From an optimization exercise on the open Yosys and OpenROAD flow, aimed at small area, a short achievable clock period and few clock cycles per item; shortcuts taken in it are not production practice.
Only simulation tests tie the RTL to the original design; equivalence was not proved.

==> flow/design.v <==
`default_nettype none
package alu_types_pkg;
	typedef logic [32-1:0] word_t;
	typedef logic [2*32-1:0] dword_t;
	typedef enum logic [3:0] {
		OP_AND  = 4'd0,
		OP_OR   = 4'd1,
		OP_NEG  = 4'd2,
		OP_NOT  = 4'd3,
		OP_ADD  = 4'd4,
		OP_SUB  = 4'd5,
		OP_MUL  = 4'd6,
		OP_DIV  = 4'd7,
		OP_SHR  = 4'd8,
		OP_SHRA = 4'd9,
		OP_SHL  = 4'd10,
		OP_ROR  = 4'd11,
		OP_ROL  = 4'd12
	} alu_op_t;
	typedef struct packed {
		alu_op_t op;
		word_t   y;
		word_t   b;
	} operand_s;
endpackage
`default_nettype wire
`default_nettype none
package alu_ctrl_pkg;
	typedef enum logic [1:0] {
		DIV_IDLE,
		DIV_PREP,
		DIV_ITER,
		DIV_FIX
	} div_state_t;
	typedef struct packed {
		logic [32-1:0] hi;
		logic [32-1:0] lo;
	} result_s;
endpackage
`default_nettype wire
`timescale 1ns/1ps
`default_nettype none
module alu_datapath (
	input  wire        clock,
	input  wire        rst_n,
	input  wire [31:0] bus,
	input  wire        y_in,
	input  wire        start,
	input  wire [3:0]  op,
	output wire [31:0] z_hi,
	output wire [31:0] z_lo,
	output logic       done,
	output logic       busy
);
	localparam int W = 37;    
	localparam logic [3:0] OP_AND = 4'd0, OP_OR = 4'd1, OP_NEG = 4'd2, OP_NOT = 4'd3,
		OP_ADD = 4'd4, OP_SUB = 4'd5, OP_MUL = 4'd6, OP_DIV = 4'd7,
		OP_SHR = 4'd8, OP_SHRA = 4'd9, OP_SHL = 4'd10, OP_ROR = 4'd11, OP_ROL = 4'd12;
	logic [31:0] y_q;       
	logic        ypend;     
	logic [31:0] b_q;       
	logic        f_and, f_or, f_not, f_ar, f_shr, f_shra, f_shl, f_rot;
	logic [4:0]  rsh_q;     
	logic [4:0]  lsa_q, lsd_q;    
	logic        x_inv_q, w_b_q, w_inv_q;
	logic        v_s;       
	logic        p_div;     
	logic        st_mul;    
	logic        st_p2;     
	logic        st_dit;    
	logic        st_fin;    
	logic        st_last;   
	logic        xs_a;      
	logic [4:0]  cnt;
	logic [31:0] a_q;       
	logic [32:0] c_q;       
	logic        lc;        
	logic [31:0] q_q;       
	logic [1:0]  dg_one, dg_two, dg_neg;    
	logic        neg_q, neg_r;
	logic        triv_q;    
	logic        bz_q;      
	logic [63:0] z_q;
	wire take     = start & ~busy;
	wire mul_end  = st_mul & (cnt == 5'd7);
	wire div_end  = st_dit & (cnt == 5'd31);
	logic [31:0] ax_src;
	always_comb begin
		if (st_dit)       ax_src = {a_q[30:0], q_q[31]};
		else if (st_fin)  ax_src = q_q;
		else if (xs_a)    ax_src = a_q;
		else              ax_src = y_q;
	end
	wire [31:0] ax = ax_src ^ {32{x_inv_q}};
	wire [31:0] aw = xs_a ? c_q[31:0] : ({32{w_b_q}} & (b_q ^ {32{w_inv_q}}));
	wire        acin = x_inv_q | (w_b_q & w_inv_q) | (xs_a & lc);
	wire [32:0] addr_w = {ax, 1'b1} + {aw, acin};
	wire [31:0] addr = addr_w[32:1];
	wire [31:0] sh_src = st_p2 ? q_q : y_q;
	wire [4:0]  sh_amt = st_p2 ? cnt : b_q[4:0];
	wire [5:0]  mk_amt = {st_p2 & triv_q, sh_amt};    
	logic [31:0] rot;
	always_comb begin
		rot = sh_src;
		for (int i = 0; i < 5; i++) begin
			if (rsh_q[i]) rot = (rot >> (1 << i)) | (rot << (32 - (1 << i)));
		end
	end
	wire [31:0] lomask = mk_amt[5] ? 32'hffffffff : ~(32'hffffffff << mk_amt[4:0]);
	wire [31:0] himask = ~(32'hffffffff >> sh_amt);
	wire [31:0] sh_lo = rot & lomask;
	wire [31:0] sh_shl = rot & ~lomask;
	wire [31:0] sh_shr = rot & ~himask;
	wire [31:0] sh_shra = sh_shr | (himask & {32{y_q[31]}});
	wire [31:0] sres = ({32{f_and}} & (y_q & b_q)) | ({32{f_or}} & (y_q | b_q)) |
	                   ({32{f_not}} & ~y_q) | ({32{f_ar}} & addr) |
	                   ({32{f_shr}} & sh_shr) | ({32{f_shra}} & sh_shra) |
	                   ({32{f_shl}} & sh_shl) | ({32{f_rot}} & rot);
	wire fin_add = st_fin & a_q[31];
	wire one0 = (dg_one[0] & st_mul) | fin_add;
	wire two0 = dg_two[0] & st_mul;
	wire neg0 = (dg_neg[0] & st_mul) | (fin_add & (neg_r ^ b_q[31]));
	wire one1 = dg_one[1] & st_mul;
	wire two1 = dg_two[1] & st_mul;
	wire neg1 = dg_neg[1] & st_mul;
	wire [33:0] m34 = {{2{b_q[31]}}, b_q};
	wire [33:0] mag0 = (one0 ? m34 : (two0 ? {m34[32:0], 1'b0} : 34'd0)) ^ {34{neg0}};
	wire [33:0] mag1 = (one1 ? m34 : (two1 ? {m34[32:0], 1'b0} : 34'd0)) ^ {34{neg1}};
	wire          acc_on = st_mul & (cnt != 5'd0);
	wire [W-1:0]  sx = acc_on ? {{(W-32){a_q[31]}}, a_q} :
	                   (st_fin ? {{(W-32){a_q[31]}}, a_q} ^ {W{neg_r}} : '0);
	wire [W-1:0]  cx = acc_on ? {{(W-33){c_q[32]}}, c_q} : '0;
	wire [W-1:0]  r1 = {{(W-34){mag0[33]}}, mag0};
	wire [W-1:0]  r2 = {{(W-36){mag1[33]}}, mag1, {2{neg1}}};
	wire [W-1:0]  s1 = sx ^ cx ^ r1;
	wire [W-1:0]  m1 = (sx & cx) | (sx & r1) | (cx & r1);
	wire [W-1:0]  c1 = {m1[W-2:0], neg0};
	wire [W-1:0]  s2 = s1 ^ c1 ^ r2;
	wire [W-1:0]  m2 = (s1 & c1) | (s1 & r2) | (c1 & r2);
	wire [W-1:0]  c2 = {m2[W-2:0], neg1};
	wire [4:0]    low = {1'b0, s2[3:0]} + {1'b0, c2[3:0]} + {4'd0, lc};
	function automatic [2:0] booth(input [2:0] g);    
		booth = {g[1] ^ g[0], (g == 3'b011) | (g == 3'b100), g[2] & ~(g[1] & g[0])};
	endfunction
	wire [31:0] mq = (cnt == 5'd0) ? y_q : q_q;
	wire [3:0]  y_nx = ypend ? b_q[3:0] : y_q[3:0];
	wire [4:0]  dsrc = busy ? mq[7:3] : {y_nx, 1'b0};
	wire [2:0]  dn0 = booth(dsrc[2:0]);
	wire [2:0]  dn1 = booth(dsrc[4:2]);
	function automatic [4:0] lsb31(input [31:0] x);
		logic [30:0] t;
		t = x[30:0] ^ x[31:1];
		lsb31 = 5'd31;
		for (int i = 0; i < 31; i++) begin
			if (t[i]) lsb31 = 5'(30 - i);
		end
	endfunction
	wire [4:0] ls_y = ypend ? lsd_q : lsb31(y_q);
	wire [6:0] kval = 7'd31 + {2'b0, lsa_q} - {2'b0, lsd_q} - {6'd0, y_q[31]};    
	wire [4:0] kneg = 5'd1 + lsd_q - lsa_q + {4'd0, y_q[31]};    
	wire bz   = (b_q == 32'd0);
	wire triv = bz | (~kval[6] & kval[5]);
	wire [4:0] kcl = kval[6] ? 5'd0 : kval[4:0];
	wire [4:0] kclneg = (triv | kval[6]) ? 5'd0 : kneg;
	always_ff @(posedge clock or negedge rst_n) begin
		if (!rst_n) begin
			y_q   <= '0;
			ypend <= 1'b0;
		end else begin
			if (y_in & ~take) y_q <= bus;
			else if (ypend)   y_q <= b_q;
			ypend <= y_in & take;
		end
	end
	always_ff @(posedge clock) begin
		if (!busy) begin
			b_q    <= bus;
		end
		f_and  <= (op == OP_AND);
		f_or   <= (op == OP_OR);
		f_not  <= (op == OP_NOT);
		f_ar   <= (op == OP_NEG) | (op == OP_ADD) | (op == OP_SUB);
		f_shr  <= (op == OP_SHR);
		f_shra <= (op == OP_SHRA);
		f_shl  <= (op == OP_SHL);
		f_rot  <= (op == OP_ROR) | (op == OP_ROL);
		if (p_div) rsh_q <= kclneg;    
		else rsh_q <= ((op == OP_SHL) | (op == OP_ROL)) ? 5'd0 - bus[4:0] : bus[4:0];
		lsa_q  <= ls_y;
		lsd_q  <= lsb31(bus);
		xs_a    <= (take & (op == OP_MUL)) | st_mul | st_fin;
		x_inv_q <= (take & ((op == OP_NEG) | ((op == OP_DIV) & (ypend ? b_q[31] : y_q[31])))) |
		           ((div_end | (st_p2 & triv_q)) & neg_q);
		w_b_q   <= (take & ((op == OP_ADD) | (op == OP_SUB))) | (st_p2 & ~triv_q) | (st_dit & ~div_end);
		w_inv_q <= (take & (op == OP_SUB)) | (st_p2 & ~b_q[31]) | (st_dit & (~addr[31] ^ b_q[31]));
	end
	always_ff @(posedge clock or negedge rst_n) begin
		if (!rst_n) begin
			v_s     <= 1'b0;
			p_div   <= 1'b0;
			st_mul  <= 1'b0;
			st_p2   <= 1'b0;
			st_dit  <= 1'b0;
			st_fin  <= 1'b0;
			st_last <= 1'b0;
			busy    <= 1'b0;
			done    <= 1'b0;
		end else begin
			v_s     <= take & (op != OP_MUL) & (op != OP_DIV);
			p_div   <= take & (op == OP_DIV);
			st_mul  <= (take & (op == OP_MUL)) | (st_mul & ~mul_end);
			st_p2   <= p_div;
			st_dit  <= (st_p2 & ~triv_q) | (st_dit & ~div_end);
			st_fin  <= div_end | (st_p2 & triv_q);
			st_last <= mul_end | st_fin;
			if (take) busy <= (op == OP_MUL) | (op == OP_DIV);
			else if (mul_end | st_fin) busy <= 1'b0;
			done    <= v_s | st_last;
		end
	end
	always_ff @(posedge clock) begin
		if (!busy) cnt <= 5'd0;
		else if (p_div) cnt <= triv ? 5'd0 : kcl;
		else if (st_mul | st_dit) cnt <= cnt + 5'd1;
		if (p_div) begin
			neg_q  <= (y_q[31] ^ b_q[31]) | bz;
			neg_r  <= y_q[31];
			triv_q <= triv;
			bz_q   <= bz;
		end
		if (!busy | st_mul) begin
			dg_one <= {dn1[2], dn0[2]};
			dg_two <= {dn1[1], dn0[1]};
			dg_neg <= {dn1[0], dn0[0]};
		end
		if (!busy) lc <= 1'b0;
		else if (st_mul) lc <= low[4];
		else if (st_fin) lc <= neg_r;
		if (st_mul) a_q <= s2[35:4];
		else if (st_fin) a_q <= s2[31:0];
		else if (st_p2) a_q <= sh_lo;
		else if (st_dit) a_q <= addr;
		if (st_mul) c_q <= c2[36:4];
		else if (st_fin) c_q <= {1'b0, c2[31:0]};
		if (p_div | st_fin) q_q <= addr;
		else if (st_mul) q_q <= {low[3:0], mq[31:4]};
		else if (st_p2) q_q <= {sh_shl[31:1], sh_shl[0] | bz_q};
		else if (st_dit) q_q <= {q_q[30:0], ~addr[31]};
	end
	always_ff @(posedge clock or negedge rst_n) begin
		if (!rst_n) z_q <= '0;
		else if (v_s) z_q <= {32'd0, sres};
		else if (st_last) z_q <= {addr, q_q};
	end
	assign z_hi = z_q[63:32];
	assign z_lo = z_q[31:0];
endmodule
`default_nettype wire
Settings: LEC_CHECK=0, CAP_MARGIN=20, CORE_MARGIN=2, CORE_UTILIZATION=45, SLEW_MARGIN=20; clock period 13.0 ns.
standard.sh (not shown) runs the stock make flow with config.mk's settings and CLKGATE_MAP_FILE= SYNTH_SCRIPT=/design/flow/synth_recipe.tcl, a recipe that flattens the netlist after the stock synthesis.
==> flow/flow/run.sh <==
#!/bin/bash
set -euo pipefail
bash standard.sh "BUFFER_PORTS_ARGS=-buffer_cell sky130_fd_sc_hd__buf_1" SETUP_SLACK_MARGIN=9 finish > standard_flow.log 2>&1
Testbench counts at the start, summed over its fixed seeds: cycles 9,521, ops 2,400.
Edit:
--- a/flow/design.v
+++ b/flow/design.v
@@ -172,25 +172,26 @@
 			ypend <= y_in & take;
 		end
 	end
 	always_ff @(posedge clock) begin
 		if (!busy) begin
 			b_q    <= bus;
-		end
-		f_and  <= (op == OP_AND);
-		f_or   <= (op == OP_OR);
-		f_not  <= (op == OP_NOT);
-		f_ar   <= (op == OP_NEG) | (op == OP_ADD) | (op == OP_SUB);
-		f_shr  <= (op == OP_SHR);
-		f_shra <= (op == OP_SHRA);
-		f_shl  <= (op == OP_SHL);
-		f_rot  <= (op == OP_ROR) | (op == OP_ROL);
-		if (p_div) rsh_q <= kclneg;    
-		else rsh_q <= ((op == OP_SHL) | (op == OP_ROL)) ? 5'd0 - bus[4:0] : bus[4:0];
-		lsa_q  <= ls_y;
-		lsd_q  <= lsb31(bus);
+			f_and  <= (op == OP_AND);
+			f_or   <= (op == OP_OR);
+			f_not  <= (op == OP_NOT);
+			f_ar   <= (op == OP_NEG) | (op == OP_ADD) | (op == OP_SUB);
+			f_shr  <= (op == OP_SHR);
+			f_shra <= (op == OP_SHRA);
+			f_shl  <= (op == OP_SHL);
+			f_rot  <= (op == OP_ROR) | (op == OP_ROL);
+			rsh_q  <= ((op == OP_SHL) | (op == OP_ROL)) ? 5'd0 - bus[4:0] : bus[4:0];
+			lsa_q  <= ls_y;
+			lsd_q  <= lsb31(bus);
+		end else if (p_div) begin
+			rsh_q  <= kclneg;    
+		end
 		xs_a    <= (take & (op == OP_MUL)) | st_mul | st_fin;
 		x_inv_q <= (take & ((op == OP_NEG) | ((op == OP_DIV) & (ypend ? b_q[31] : y_q[31])))) |
 		           ((div_end | (st_p2 & triv_q)) & neg_q);
 		w_b_q   <= (take & ((op == OP_ADD) | (op == OP_SUB))) | (st_p2 & ~triv_q) | (st_dit & ~div_end);
 		w_inv_q <= (take & (op == OP_SUB)) | (st_p2 & ~b_q[31]) | (st_dit & (~addr[31] ^ b_q[31]));
 	end
Effect: The new run ran to the end with no violations; setup slack is worse by 62 ps; die area climbs by 1.1%; synthesized area climbs by 1.1%; maximum frequency shrinks by 1.5%; wire length came out higher by 3.2%; cell count rises by 1.4%; core utilization is higher by 0.23 points; synthesized cell count climbs by 1.2%.
Testbench counts after the change, summed over its fixed seeds: cycles 9,521, ops 2,400.

==> separate check: timing with driven ports <==
Ports are ideal in the flow. The routed layouts listed here were re-timed in OpenROAD.
Step 1 sets driving cells, clkbuf_16 on the clock port and buf_2 on the other inputs (assumed; they add their load-dependent delay and slew).
Step 2, shift: input delay + t, output delay - t, t = (earliest + latest rising clock arrival at the registers) / 2. This alone moves slack from input paths to output paths.
Slacks: ideal ports / drivers / drivers and shift; pairs: ideal ports / drivers.
| run | shift t [ns] | setup WS [ns] | worst slew at a driven data input, ns | cell pins on the clock port's net |
|---|---|---|---|---|
| the first run | 0.637 | 9.001 / 8.993 / 8.544 | 0.08 | 1 |
| the second run | 0.668 | 8.939 / 8.939 / 8.312 | 0.07 | 1 |
After both steps every run listed still meets setup and hold. The setup slack of the second run, which loses most, moves by 0.000 ns with the drivers and by -0.627 ns with both steps.
